This is an optimization exercise on Yosys and OpenROAD, whose aim is small area, not a production implementation.
At most, simulation tests tie the RTL to the original design; equivalence was not proved.
Power is estimated from default activity; no workload was simulated.

==> trial 53 <==
==> flow/design.v <==
module led_cube_scan_driver #(
  parameter int          N            = 8,
  parameter int          LAYER_DWELL  = 50000,
  parameter int          BLANK_CYCLES = 500,
  parameter logic [7:0]  SYNC_BYTE    = 8'hA5
) (
  input  logic             clk,
  input  logic             reset_n,
  input  logic             enable,
  input  logic [7:0]       in_data,
  input  logic             in_valid,
  output logic             in_ready,
  output logic [N*N-1:0]   col_out,
  output logic [N-1:0]     layer_out,
  output logic             frame_tick,
  output logic [7:0]       frame_count,
  output logic             sync_err
);
  localparam int NBITS  = N * N * N;
  localparam int NBYTES = NBITS / 8;        
  localparam int AW     = (NBYTES > 1) ? $clog2(NBYTES) : 1;
  localparam int LW     = (N > 1) ? $clog2(N) : 1;
  localparam int WB     = N * N;            
  localparam int NL     = WB / 8;           
  localparam int JW     = (NL > 1) ? $clog2(NL) : 1;
  localparam int NR     = N - 1;            
  localparam int CMAX   = (LAYER_DWELL > BLANK_CYCLES) ? LAYER_DWELL : BLANK_CYCLES;
  localparam int CW     = $clog2(CMAX + 1);
  logic            r_data;       
  logic [AW-1:0]   r_bidx;       
  logic            r_pending;
  logic            r_sync_err;
  logic            w_xfer;
  logic            w_wdata;
  logic            w_last;
  logic [LW-1:0]   w_word;       
  logic [JW-1:0]   w_lane;       
  logic [WB-1:0]   r_bw0;
  logic [NR-1:0][WB-1:0] r_bk;
  logic [LW-1:0]   r_ph;
  logic [7:0]      r_stg [NL];   
  logic            w_hit_cur;    
  logic            w_hit_prev;   
  logic [WB-1:0]   w_bins;       
  logic [N-1:0][WB-1:0] r_front;
  logic            r_fvalid;     
  logic [LW-1:0]   r_cpn;        
  logic            w_copy;
  logic            r_on;
  logic [CW-1:0]   r_cnt;
  logic [LW-1:0]   r_layer;
  logic            w_blank_first;
  logic            w_swap;
  logic [N-1:0]    r_dsel;       
  logic            r_tick;
  logic [7:0]      r_count;
  assign in_ready = ~r_pending;
  assign w_xfer   = in_valid & ~r_pending;
  assign w_wdata  = w_xfer & r_data;
  assign w_last   = w_wdata & (r_bidx == AW'(NBYTES - 1));
  assign w_word   = r_bidx[AW-1 -: LW];
  assign w_lane   = r_bidx[JW-1:0];
  always_ff @(posedge clk or negedge reset_n) begin
    if (!reset_n) begin
      r_data     <= 1'b0;
      r_bidx     <= '0;
      r_sync_err <= 1'b0;
      r_pending  <= 1'b0;
    end else begin
      r_sync_err <= w_xfer & ~r_data & (in_data != SYNC_BYTE);
      if (w_xfer) begin
        if (!r_data) begin
          r_data <= (in_data == SYNC_BYTE);
        end else begin
          r_bidx <= r_bidx + AW'(1);
          if (r_bidx == AW'(NBYTES - 1)) r_data <= 1'b0;
        end
      end
      if (w_last) begin
        r_pending <= 1'b1;
      end else if (w_swap) begin
        r_pending <= 1'b0;
      end
    end
  end
  always_ff @(posedge clk) begin
    for (int j = 0; j < NL; j++) begin
      if (w_wdata && (w_word == '0) && (w_lane == JW'(j))) begin
        r_bw0[j*8 +: 8] <= in_data;
      end
    end
  end
  always_ff @(posedge clk) begin
    if (w_wdata) begin
      r_stg[w_lane] <= in_data;
    end
  end
  assign w_hit_cur  = (w_word != LW'(0)) && (r_ph == w_word - LW'(1));
  assign w_hit_prev = (w_word != LW'(1)) && (r_ph == w_word - LW'(2));
  always_comb begin
    for (int j = 0; j < NL; j++) begin
      w_bins[j*8 +: 8] = ((JW'(j) < w_lane) ? w_hit_cur : w_hit_prev) ? r_stg[j] : r_bk[0][j*8 +: 8];
    end
  end
  always_ff @(posedge clk) begin
    for (int p = 0; p < NR - 1; p++) begin
      r_bk[p] <= r_bk[p+1];
    end
    r_bk[NR-1] <= w_bins;
  end
  always_ff @(posedge clk or negedge reset_n) begin
    if (!reset_n) begin
      r_ph  <= '0;
      r_cpn <= '0;
    end else begin
      r_ph <= (r_ph == LW'(NR - 1)) ? '0 : r_ph + LW'(1);
      if (w_swap) begin
        r_cpn <= LW'(NR - 1);
      end else if (r_cpn != '0) begin
        r_cpn <= r_cpn - LW'(1);
      end
    end
  end
  assign w_copy = w_swap | (r_cpn != '0);
  always_ff @(posedge clk) begin
    if (w_swap) begin
      r_front[0] <= r_bw0;
    end
    for (int w = 1; w < N; w++) begin
      if (w_copy && (r_ph == LW'(w - 1))) begin
        r_front[w] <= w_bins;
      end
    end
  end
  assign w_blank_first = ~r_on && (r_cnt == '0);
  assign w_swap        = enable && w_blank_first && (r_layer == '0) && r_pending;
  always_ff @(posedge clk or negedge reset_n) begin
    if (!reset_n) begin
      r_on    <= 1'b0;
      r_cnt   <= '0;
      r_layer <= '0;
    end else if (!enable) begin
      r_on    <= 1'b0;
      r_cnt   <= '0;
      r_layer <= '0;
    end else if (!r_on) begin
      if (r_cnt == CW'(BLANK_CYCLES - 1)) begin
        r_on  <= 1'b1;
        r_cnt <= '0;
      end else begin
        r_cnt <= r_cnt + CW'(1);
      end
    end else begin
      if (r_cnt == CW'(LAYER_DWELL - 1)) begin
        r_on    <= 1'b0;
        r_cnt   <= '0;
        r_layer <= (r_layer == LW'(N - 1)) ? '0 : r_layer + LW'(1);
      end else begin
        r_cnt <= r_cnt + CW'(1);
      end
    end
  end
  always_ff @(posedge clk or negedge reset_n) begin
    if (!reset_n) begin
      r_fvalid <= 1'b0;
      r_tick   <= 1'b0;
      r_count  <= '0;
      r_dsel   <= '0;
    end else begin
      r_tick  <= w_swap;
      r_count <= r_count + {7'd0, w_swap};
      if (w_swap) begin
        r_fvalid <= 1'b1;
      end
      if (!enable) begin
        r_dsel <= '0;
      end else if (w_blank_first) begin
        r_dsel <= (r_fvalid | w_swap) ? (N'(1) << r_layer) : '0;
      end
    end
  end
  always_comb begin
    col_out = '0;
    for (int l = 0; l < N; l++) begin
      col_out = col_out | ({WB{r_dsel[l]}} & r_front[l]);
    end
  end
  assign layer_out   = r_on ? (N'(1) << r_layer) : '0;
  assign frame_tick  = r_tick;
  assign frame_count = r_count;
  assign sync_err    = r_sync_err;
endmodule
==> flow/run.sh <==
#!/bin/bash
# synth_recipe.tcl (not shown) runs the flow's synth.tcl, then flattens the netlist and writes it again
# the make line also repeats each setting of config.mk as NAME=value (left out here)
make -C /OpenROAD-flow-scripts/flow DESIGN_CONFIG=/design/flow/config.mk WORK_HOME=/design/flow/orfs CLKGATE_MAP_FILE= SYNTH_SCRIPT=/design/flow/synth_recipe.tcl finish
==> flow/config.mk <==
export PLATFORM = sky130hd
export DESIGN_NAME = led_cube_scan_driver
export DESIGN_NICKNAME = led_cube_scan_driver
export VERILOG_FILES = /design/flow/design.v
export SDC_FILE = /design/flow/constraint.sdc
export NUM_CORES = 4
export LEC_CHECK = 0
export CAP_MARGIN = 20
export CORE_MARGIN = 2
export CORE_UTILIZATION = 45
export CTS_BUF_LIST = sky130_fd_sc_hd__clkbuf_8
export CTS_CLUSTER_DIAMETER = 60
export CTS_CLUSTER_SIZE = 16
export PLACE_DENSITY = 0.6
export SLEW_MARGIN = 20
==> flow/constraint.sdc <==
create_clock -name core_clock -period 20.0 [get_ports {clk}]
set_input_delay 4.0000 -clock core_clock [delete_from_list [all_inputs] [get_ports {clk}]]
set_output_delay 4.0000 -clock core_clock [all_outputs]
set_load 0.01 [all_outputs]
==> build 74: changes against trial 53 <==
==> flow/design.v, changed modules only <==
module led_cube_scan_driver #(
  parameter int          N            = 8,
  parameter int          LAYER_DWELL  = 50000,
  parameter int          BLANK_CYCLES = 500,
  parameter logic [7:0]  SYNC_BYTE    = 8'hA5
) (
  input  logic             clk,
  input  logic             reset_n,
  input  logic             enable,
  input  logic [7:0]       in_data,
  input  logic             in_valid,
  output logic             in_ready,
  output logic [N*N-1:0]   col_out,
  output logic [N-1:0]     layer_out,
  output logic             frame_tick,
  output logic [7:0]       frame_count,
  output logic             sync_err
);
  localparam int NBITS  = N * N * N;
  localparam int NBYTES = NBITS / 8;        
  localparam int AW     = (NBYTES > 1) ? $clog2(NBYTES) : 1;
  localparam int LW     = (N > 1) ? $clog2(N) : 1;
  localparam int WB     = N * N;            
  localparam int NL     = WB / 8;           
  localparam int JW     = (NL > 1) ? $clog2(NL) : 1;
  localparam int NR     = N - 1;            
  localparam int CMAX   = (LAYER_DWELL > BLANK_CYCLES) ? LAYER_DWELL : BLANK_CYCLES;
  localparam int CW     = $clog2(CMAX + 1);
  logic            r_data;       
  logic [AW-1:0]   r_bidx;       
  logic            r_pending;
  logic            r_sync_err;
  logic            w_xfer;
  logic            w_wdata;
  logic            w_last;
  logic [LW-1:0]   w_word;       
  logic [JW-1:0]   w_lane;       
  logic [WB-1:0]   r_bw0;
  logic [NR-1:0][WB-1:0] r_bk;
  logic [LW-1:0]   r_ph;
  logic [7:0]      r_stg [NL];   
  logic            w_hit_cur;    
  logic            w_hit_prev;   
  logic [WB-1:0]   w_bins;       
  logic [WB-1:0]   r_fw0;
  logic [NR-1:0][WB-1:0] r_ft;
  logic            r_fvalid;     
  logic            r_cpy;        
  logic            w_copy;
  logic            r_on;
  logic [CW-1:0]   r_cnt;
  logic [LW-1:0]   r_layer;
  logic            w_blank_first;
  logic            w_swap;
  logic [NR:0]     r_dsel;       
  logic [NR-1:0]   w_pos1;       
  logic            r_tick;
  logic [7:0]      r_count;
  assign in_ready = ~r_pending;
  assign w_xfer   = in_valid & ~r_pending;
  assign w_wdata  = w_xfer & r_data;
  assign w_last   = w_wdata & (r_bidx == AW'(NBYTES - 1));
  assign w_word   = r_bidx[AW-1 -: LW];
  assign w_lane   = r_bidx[JW-1:0];
  always_ff @(posedge clk or negedge reset_n) begin
    if (!reset_n) begin
      r_data     <= 1'b0;
      r_bidx     <= '0;
      r_sync_err <= 1'b0;
      r_pending  <= 1'b0;
    end else begin
      r_sync_err <= w_xfer & ~r_data & (in_data != SYNC_BYTE);
      if (w_xfer) begin
        if (!r_data) begin
          r_data <= (in_data == SYNC_BYTE);
        end else begin
          r_bidx <= r_bidx + AW'(1);
          if (r_bidx == AW'(NBYTES - 1)) r_data <= 1'b0;
        end
      end
      if (w_last) begin
        r_pending <= 1'b1;
      end else if (w_swap) begin
        r_pending <= 1'b0;
      end
    end
  end
  always_ff @(posedge clk) begin
    for (int j = 0; j < NL; j++) begin
      if (w_wdata && (w_word == '0) && (w_lane == JW'(j))) begin
        r_bw0[j*8 +: 8] <= in_data;
      end
    end
  end
  always_ff @(posedge clk) begin
    if (w_wdata) begin
      r_stg[w_lane] <= in_data;
    end
  end
  assign w_hit_cur  = (w_word != LW'(0)) && (r_ph == w_word - LW'(1));
  assign w_hit_prev = (w_word != LW'(1)) && (r_ph == w_word - LW'(2));
  always_comb begin
    for (int j = 0; j < NL; j++) begin
      w_bins[j*8 +: 8] = ((JW'(j) < w_lane) ? w_hit_cur : w_hit_prev) ? r_stg[j] : r_bk[0][j*8 +: 8];
    end
  end
  always_ff @(posedge clk) begin
    for (int p = 0; p < NR - 1; p++) begin
      r_bk[p] <= r_bk[p+1];
      r_ft[p] <= r_ft[p+1];
    end
    r_bk[NR-1] <= w_bins;
    r_ft[NR-1] <= w_copy ? r_bk[NR-1] : r_ft[0];
  end
  always_ff @(posedge clk or negedge reset_n) begin
    if (!reset_n) begin
      r_ph  <= '0;
      r_cpy <= 1'b0;
    end else begin
      r_ph <= (r_ph == LW'(NR - 1)) ? '0 : r_ph + LW'(1);
      if (w_swap) begin
        r_cpy <= 1'b1;
      end else if (w_wdata && (r_bidx == AW'(NL - 1))) begin
        r_cpy <= 1'b0;
      end
    end
  end
  assign w_copy = w_swap | r_cpy;
  always_ff @(posedge clk) begin
    if (w_swap) begin
      r_fw0 <= r_bw0;
    end
  end
  assign w_blank_first = ~r_on && (r_cnt == '0);
  assign w_swap        = enable && w_blank_first && (r_layer == '0) && r_pending;
  always_ff @(posedge clk or negedge reset_n) begin
    if (!reset_n) begin
      r_on    <= 1'b0;
      r_cnt   <= '0;
      r_layer <= '0;
    end else if (!enable) begin
      r_on    <= 1'b0;
      r_cnt   <= '0;
      r_layer <= '0;
    end else if (!r_on) begin
      if (r_cnt == CW'(BLANK_CYCLES - 1)) begin
        r_on  <= 1'b1;
        r_cnt <= '0;
      end else begin
        r_cnt <= r_cnt + CW'(1);
      end
    end else begin
      if (r_cnt == CW'(LAYER_DWELL - 1)) begin
        r_on    <= 1'b0;
        r_cnt   <= '0;
        r_layer <= (r_layer == LW'(N - 1)) ? '0 : r_layer + LW'(1);
      end else begin
        r_cnt <= r_cnt + CW'(1);
      end
    end
  end
  always_ff @(posedge clk or negedge reset_n) begin
    if (!reset_n) begin
      r_fvalid <= 1'b0;
      r_tick   <= 1'b0;
      r_count  <= '0;
      r_dsel   <= '0;
    end else begin
      r_tick  <= w_swap;
      r_count <= r_count + {7'd0, w_swap};
      if (w_swap) begin
        r_fvalid <= 1'b1;
      end
      if (!enable) begin
        r_dsel <= '0;
      end else if (w_blank_first) begin
        if (r_layer == '0) begin
          r_dsel <= {r_fvalid | w_swap, {NR{1'b0}}};
        end else if (r_layer == LW'(1)) begin
          r_dsel <= {1'b0, r_dsel[NR] ? w_pos1 : {NR{1'b0}}};
        end
      end else begin
        r_dsel <= {r_dsel[NR], r_dsel[0], r_dsel[NR-1:1]};
      end
    end
  end
  assign w_pos1 = NR'(1) << ((r_ph == '0) ? '0 : LW'(NR) - r_ph);
  always_comb begin
    col_out = {WB{r_dsel[NR]}} & r_fw0;
    for (int p = 0; p < NR; p++) begin
      col_out = col_out | ({WB{r_dsel[p]}} & r_ft[p]);
    end
  end
  assign layer_out   = r_on ? (N'(1) << r_layer) : '0;
  assign frame_tick  = r_tick;
  assign frame_count = r_count;
  assign sync_err    = r_sync_err;
endmodule
CORE_UTILIZATION = 70   (was 45)
CTS_CLUSTER_DIAMETER = 50   (was 60)
PLACE_DENSITY = 0.8   (was 0.6)
==> build 78: changes against trial 53 <==
==> flow/design.v, changed modules only <==
module led_cube_scan_driver #(
  parameter int          N            = 8,
  parameter int          LAYER_DWELL  = 50000,
  parameter int          BLANK_CYCLES = 500,
  parameter logic [7:0]  SYNC_BYTE    = 8'hA5
) (
  input  logic             clk,
  input  logic             reset_n,
  input  logic             enable,
  input  logic [7:0]       in_data,
  input  logic             in_valid,
  output logic             in_ready,
  output logic [N*N-1:0]   col_out,
  output logic [N-1:0]     layer_out,
  output logic             frame_tick,
  output logic [7:0]       frame_count,
  output logic             sync_err
);
  localparam int NBITS  = N * N * N;
  localparam int NBYTES = NBITS / 8;        
  localparam int AW     = (NBYTES > 1) ? $clog2(NBYTES) : 1;
  localparam int LW     = (N > 1) ? $clog2(N) : 1;
  localparam int WB     = N * N;            
  localparam int NL     = WB / 8;           
  localparam int JW     = (NL > 1) ? $clog2(NL) : 1;
  localparam int NR     = N - 1;            
  localparam int CMAX   = (LAYER_DWELL > BLANK_CYCLES) ? LAYER_DWELL : BLANK_CYCLES;
  localparam int CW     = $clog2(CMAX + 1);
  logic            r_data;       
  logic [AW-1:0]   r_bidx;       
  logic            r_pending;
  logic            r_sync_err;
  logic            w_xfer;
  logic            w_wdata;
  logic            w_last;
  logic [LW-1:0]   w_word;       
  logic [JW-1:0]   w_lane;       
  logic [WB-1:0]   r_bw0;
  logic [NR-1:0][WB-1:0] r_bk;
  logic [LW-1:0]   r_ph;
  logic [7:0]      r_stg [NL];   
  logic            w_hit_cur;    
  logic            w_hit_prev;   
  logic [WB-1:0]   w_bins;       
  logic [WB-1:0]   r_fw0;
  logic [NR-1:0][WB-1:0] r_ft;
  logic            r_fvalid;     
  logic            r_cpy;        
  logic            w_copy;
  logic            r_on;
  logic [CW-1:0]   r_cnt;
  logic [LW-1:0]   r_layer;
  logic            w_blank_first;
  logic            w_swap;
  logic [NR:0]     r_dsel;       
  logic [NR-1:0]   w_pos1;       
  logic            r_tick;
  logic [7:0]      r_count;
  assign in_ready = ~r_pending;
  assign w_xfer   = in_valid & ~r_pending;
  assign w_wdata  = w_xfer & r_data;
  assign w_last   = w_wdata & (r_bidx == AW'(NBYTES - 1));
  assign w_word   = r_bidx[AW-1 -: LW];
  assign w_lane   = r_bidx[JW-1:0];
  always_ff @(posedge clk or negedge reset_n) begin
    if (!reset_n) begin
      r_data     <= 1'b0;
      r_bidx     <= '0;
      r_sync_err <= 1'b0;
      r_pending  <= 1'b0;
    end else begin
      r_sync_err <= w_xfer & ~r_data & (in_data != SYNC_BYTE);
      if (w_xfer) begin
        if (!r_data) begin
          r_data <= (in_data == SYNC_BYTE);
        end else begin
          r_bidx <= r_bidx + AW'(1);
          if (r_bidx == AW'(NBYTES - 1)) r_data <= 1'b0;
        end
      end
      if (w_last) begin
        r_pending <= 1'b1;
      end else if (w_swap) begin
        r_pending <= 1'b0;
      end
    end
  end
  always_ff @(posedge clk) begin
    for (int j = 0; j < NL; j++) begin
      if (w_wdata && (w_word == '0) && (w_lane == JW'(j))) begin
        r_bw0[j*8 +: 8] <= in_data;
      end
    end
  end
  always_ff @(posedge clk) begin
    if (w_wdata) begin
      r_stg[w_lane] <= in_data;
    end
  end
  assign w_hit_cur  = (w_word != LW'(0)) && (r_ph == w_word - LW'(1));
  assign w_hit_prev = (w_word != LW'(1)) && (r_ph == w_word - LW'(2));
  always_comb begin
    for (int j = 0; j < NL; j++) begin
      w_bins[j*8 +: 8] = ((JW'(j) < w_lane) ? w_hit_cur : w_hit_prev) ? r_stg[j] : r_bk[0][j*8 +: 8];
    end
  end
  always_ff @(posedge clk) begin
    for (int p = 0; p < NR - 1; p++) begin
      r_bk[p] <= r_bk[p+1];
      r_ft[p] <= r_ft[p+1];
    end
    r_bk[NR-1] <= w_bins;
    r_ft[NR-1] <= w_copy ? r_bk[NR-1] : r_ft[0];
  end
  always_ff @(posedge clk or negedge reset_n) begin
    if (!reset_n) begin
      r_ph  <= '0;
      r_cpy <= 1'b0;
    end else begin
      r_ph <= (r_ph == LW'(NR - 1)) ? '0 : r_ph + LW'(1);
      if (w_swap) begin
        r_cpy <= 1'b1;
      end else if (w_wdata && (r_bidx == AW'(NL - 1))) begin
        r_cpy <= 1'b0;
      end
    end
  end
  assign w_copy = w_swap | r_cpy;
  always_ff @(posedge clk) begin
    if (w_swap) begin
      r_fw0 <= r_bw0;
    end
  end
  assign w_blank_first = ~r_on && (r_cnt == '0);
  assign w_swap        = enable && w_blank_first && (r_layer == '0) && r_pending;
  always_ff @(posedge clk or negedge reset_n) begin
    if (!reset_n) begin
      r_on    <= 1'b0;
      r_cnt   <= '0;
      r_layer <= '0;
    end else if (!enable) begin
      r_on    <= 1'b0;
      r_cnt   <= '0;
      r_layer <= '0;
    end else if (!r_on) begin
      if (r_cnt == CW'(BLANK_CYCLES - 1)) begin
        r_on  <= 1'b1;
        r_cnt <= '0;
      end else begin
        r_cnt <= r_cnt + CW'(1);
      end
    end else begin
      if (r_cnt == CW'(LAYER_DWELL - 1)) begin
        r_on    <= 1'b0;
        r_cnt   <= '0;
        r_layer <= (r_layer == LW'(N - 1)) ? '0 : r_layer + LW'(1);
      end else begin
        r_cnt <= r_cnt + CW'(1);
      end
    end
  end
  always_ff @(posedge clk or negedge reset_n) begin
    if (!reset_n) begin
      r_fvalid <= 1'b0;
      r_tick   <= 1'b0;
      r_count  <= '0;
      r_dsel   <= '0;
    end else begin
      r_tick  <= w_swap;
      r_count <= r_count + {7'd0, w_swap};
      if (w_swap) begin
        r_fvalid <= 1'b1;
      end
      if (!enable) begin
        r_dsel <= '0;
      end else if (w_blank_first) begin
        if (r_layer == '0) begin
          r_dsel <= {r_fvalid | w_swap, {NR{1'b0}}};
        end else if (r_layer == LW'(1)) begin
          r_dsel <= {1'b0, r_dsel[NR] ? w_pos1 : {NR{1'b0}}};
        end
      end else begin
        r_dsel <= {r_dsel[NR], r_dsel[0], r_dsel[NR-1:1]};
      end
    end
  end
  assign w_pos1 = NR'(1) << ((r_ph == '0) ? '0 : LW'(NR) - r_ph);
  always_comb begin
    col_out = {WB{r_dsel[NR]}} & r_fw0;
    for (int p = 0; p < NR; p++) begin
      col_out = col_out | ({WB{r_dsel[p]}} & r_ft[p]);
    end
  end
  assign layer_out   = r_on ? (N'(1) << r_layer) : '0;
  assign frame_tick  = r_tick;
  assign frame_count = r_count;
  assign sync_err    = r_sync_err;
endmodule
==> flow/flow/run.sh (new file) <==
#!/bin/bash
# The standard layout (standard.sh: the standard synthesis, then ORFS from
# floorplan to finish) with three changes:
# * after the standard synthesis, its combinational logic is re-mapped by ABC
#   for area (flow/remap.ys); every flip-flop instance is kept as it is, and
#   flow/equiv.ys checks the new netlist against the standard one (if that
#   check fails, the standard netlist is used);
# * the port buffers ORFS puts on every input and output are buf_1;
# * clock tree synthesis clusters 16 sinks per clkbuf_8 and adds no dummy loads.
# Each tool's output goes to a log file of its own in this folder.
set -euo pipefail
LIB=$FLOW_HOME/platforms/sky130hd/lib/sky130_fd_sc_hd__tt_025C_1v80.lib
R=$PWD/orfs/results/sky130hd/led_cube_scan_driver/base
YOSYS=$FLOW_HOME/../tools/install/yosys/bin/yosys
[[ -x $YOSYS ]] || YOSYS=yosys
CTS="-sink_clustering_enable -repair_clock_nets -sink_clustering_size 16 -sink_clustering_max_diameter 50 -buf_list sky130_fd_sc_hd__clkbuf_8 -dont_use_dummy_load"
ARGS=("BUFFER_PORTS_ARGS=-buffer_cell sky130_fd_sc_hd__buf_1" "CTS_ARGS=$CTS")

bash standard.sh "${ARGS[@]}" synth > synth.log 2>&1

cp "$R/1_2_yosys.v" std_1_2_yosys.v
sed -e "s#@LIB@#$LIB#g" -e "s#@IN@#std_1_2_yosys.v#" -e "s#@OUT@#remap_1_2_yosys.v#" flow/remap.ys > remap_run.ys
sed -e "s#@LIB@#$LIB#g" -e "s#@GOLD@#std_1_2_yosys.v#" -e "s#@GATE@#remap_1_2_yosys.v#" flow/equiv.ys > equiv_run.ys
if "$YOSYS" -s remap_run.ys > remap.log 2>&1 && "$YOSYS" -s equiv_run.ys > equiv.log 2>&1; then
  cp remap_1_2_yosys.v "$R/1_2_yosys.v"
  touch "$R/1_2_yosys.v"
  echo "using the re-mapped netlist" > netlist_choice.log
else
  echo "re-map or its check failed: using the standard netlist" > netlist_choice.log
fi

bash standard.sh "${ARGS[@]}" finish > finish.log 2>&1
==> flow/flow/equiv.ys (new file) <==
# Check that the re-mapped netlist equals the standard one: the flip-flops are
# the same instances in both, so the logic between them must be equivalent.
read_liberty -ignore_miss_func @LIB@
blackbox sky130_fd_sc_hd__*df*
read_verilog @GOLD@
rename led_cube_scan_driver gold
read_verilog @GATE@
rename led_cube_scan_driver gate
flatten gold gate
rename -hide w:_* w:*.*
opt_clean
equiv_make gold gate equiv
hierarchy -top equiv
equiv_simple
equiv_status -assert
==> flow/flow/remap.ys (new file) <==
# Re-map the combinational logic of the standard synthesis netlist for area.
# Every flip-flop instance stays as it is (name, cell type and connections).
read_liberty -ignore_miss_func @LIB@
read_verilog @IN@
hierarchy -top led_cube_scan_driver
setattr -mod -set keep_hierarchy 1 sky130_fd_sc_hd__*df*
flatten
rename -hide w:*.*
opt_clean -purge
abc -liberty @LIB@ -dont_use *lpflow* -dont_use *probe* -script "+strash;ifraig;scorr;dc2;strash;dch,-f;amap;topo"
opt_clean -purge
hilomap -singleton -hicell sky130_fd_sc_hd__conb_1 HI -locell sky130_fd_sc_hd__conb_1 LO
splitnets
opt_clean -purge
insbuf -buf sky130_fd_sc_hd__buf_4 A X
hierarchy -top led_cube_scan_driver
blackbox sky130_fd_sc_hd__*df*
stat -liberty @LIB@
write_verilog -noattr -noexpr -nohex -nodec @OUT@
==> flow/standard.sh (new file) <==
#!/bin/bash
# synth_recipe.tcl (not shown) runs the flow's synth.tcl, then flattens the netlist and writes it again
# the make line also repeats each setting of config.mk as NAME=value (left out here)
make -C /OpenROAD-flow-scripts/flow DESIGN_CONFIG=/design/flow/config.mk WORK_HOME=/design/flow/orfs CLKGATE_MAP_FILE= SYNTH_SCRIPT=/design/flow/synth_recipe.tcl "${@:-finish}"
CORE_UTILIZATION = 60   (was 45)
CTS_CLUSTER_DIAMETER = 50   (was 60)
PLACE_DENSITY = 0.7   (was 0.6)
removed: flow/run.sh
==> trial 79: changes against trial 53 <==
CORE_UTILIZATION = 70   (was 45)
CTS_CLUSTER_DIAMETER = 50   (was 60)
PLACE_DENSITY = 0.8   (was 0.6)
==> results.rst <==
.. list-table::
   :header-rows: 1

   * - Metric
     - Value
   * - Sequential power share
     - 65.8%
   * - Number of flip-flops and latches
     - 1141
   * - Fmax
     - 0.139 GHz
   * - GR Util All Layers
     - 28.1%
   * - Status
     - finished clean
(the above is from trial 79)
==> results.rst <==
.. list-table::
   :header-rows: 1

   * - Metric
     - Value
   * - Number of flip-flops and latches
     - 1139
   * - Status
     - finished clean
   * - Fmax
     - 0.140 GHz
   * - Min cycle time layout
     - 7.17 ns
   * - GR Util All Layers
     - 23.9%
(the above is from build 78)
==> results.rst <==
.. list-table::
   :header-rows: 1

   * - Metric
     - Value
   * - Number of flip-flops and latches
     - 1139
   * - GR Util All Layers
     - 26.3%
   * - Number of clock buffer instances in the layout
     - 87
   * - Max-slew violation total from the final report
     - 0
   * - Combinational power
     - 134 uW
   * - Power group with the highest consumption
     - registers
   * - Fmax
     - 0.138 GHz
   * - Status
     - finished clean
   * - Sequential power share
     - 65.9%
(the above is from build 74)
==> results.rst <==
.. list-table::
   :header-rows: 1

   * - Metric
     - Value
   * - Fmax
     - 0.136 GHz
   * - Status
     - finished clean
   * - GR Util All Layers
     - 18.8%
   * - Number of flip-flops and latches
     - 1141
(the above is from trial 53)
Function not checked in trial 53 and trial 79: the RTL went through the layout flow alone.

==> what the ideal ports hide <==
Ports are ideal in the flow. The routed layouts listed here were re-timed in OpenROAD.
Step 1, drivers: a clkbuf_16 drives clk and a buf_2 each remaining input, both assumed.
Step 2, shift: input delay + t, output delay - t, t = (earliest + latest rising clock arrival at the registers) / 2. This alone moves slack from input paths to output paths.
Slacks: no drivers / after step 1 / after step 2; pairs: no drivers / after step 1.
| run | t, ns | setup slack, ns | hold slack, ns |
|---|---|---|---|
| trial 53 | 0.754 | 12.640 / 12.578 / 12.562 | 0.304 / 0.304 / 0.304 |
| build 74 | 0.694 | 12.769 / 12.718 / 13.054 | 0.316 / 0.316 / 0.316 |
| build 78 | 0.722 | 12.834 / 12.777 / 13.388 | 0.286 / 0.286 / 0.286 |
| trial 79 | 0.754 | 12.790 / 12.738 / 12.693 | 0.312 / 0.312 / 0.312 |
After both steps every run listed still meets setup and hold. For trial 79, which loses most, drivers alone change the setup slack by -0.052 ns; drivers and shift together by -0.097 ns.
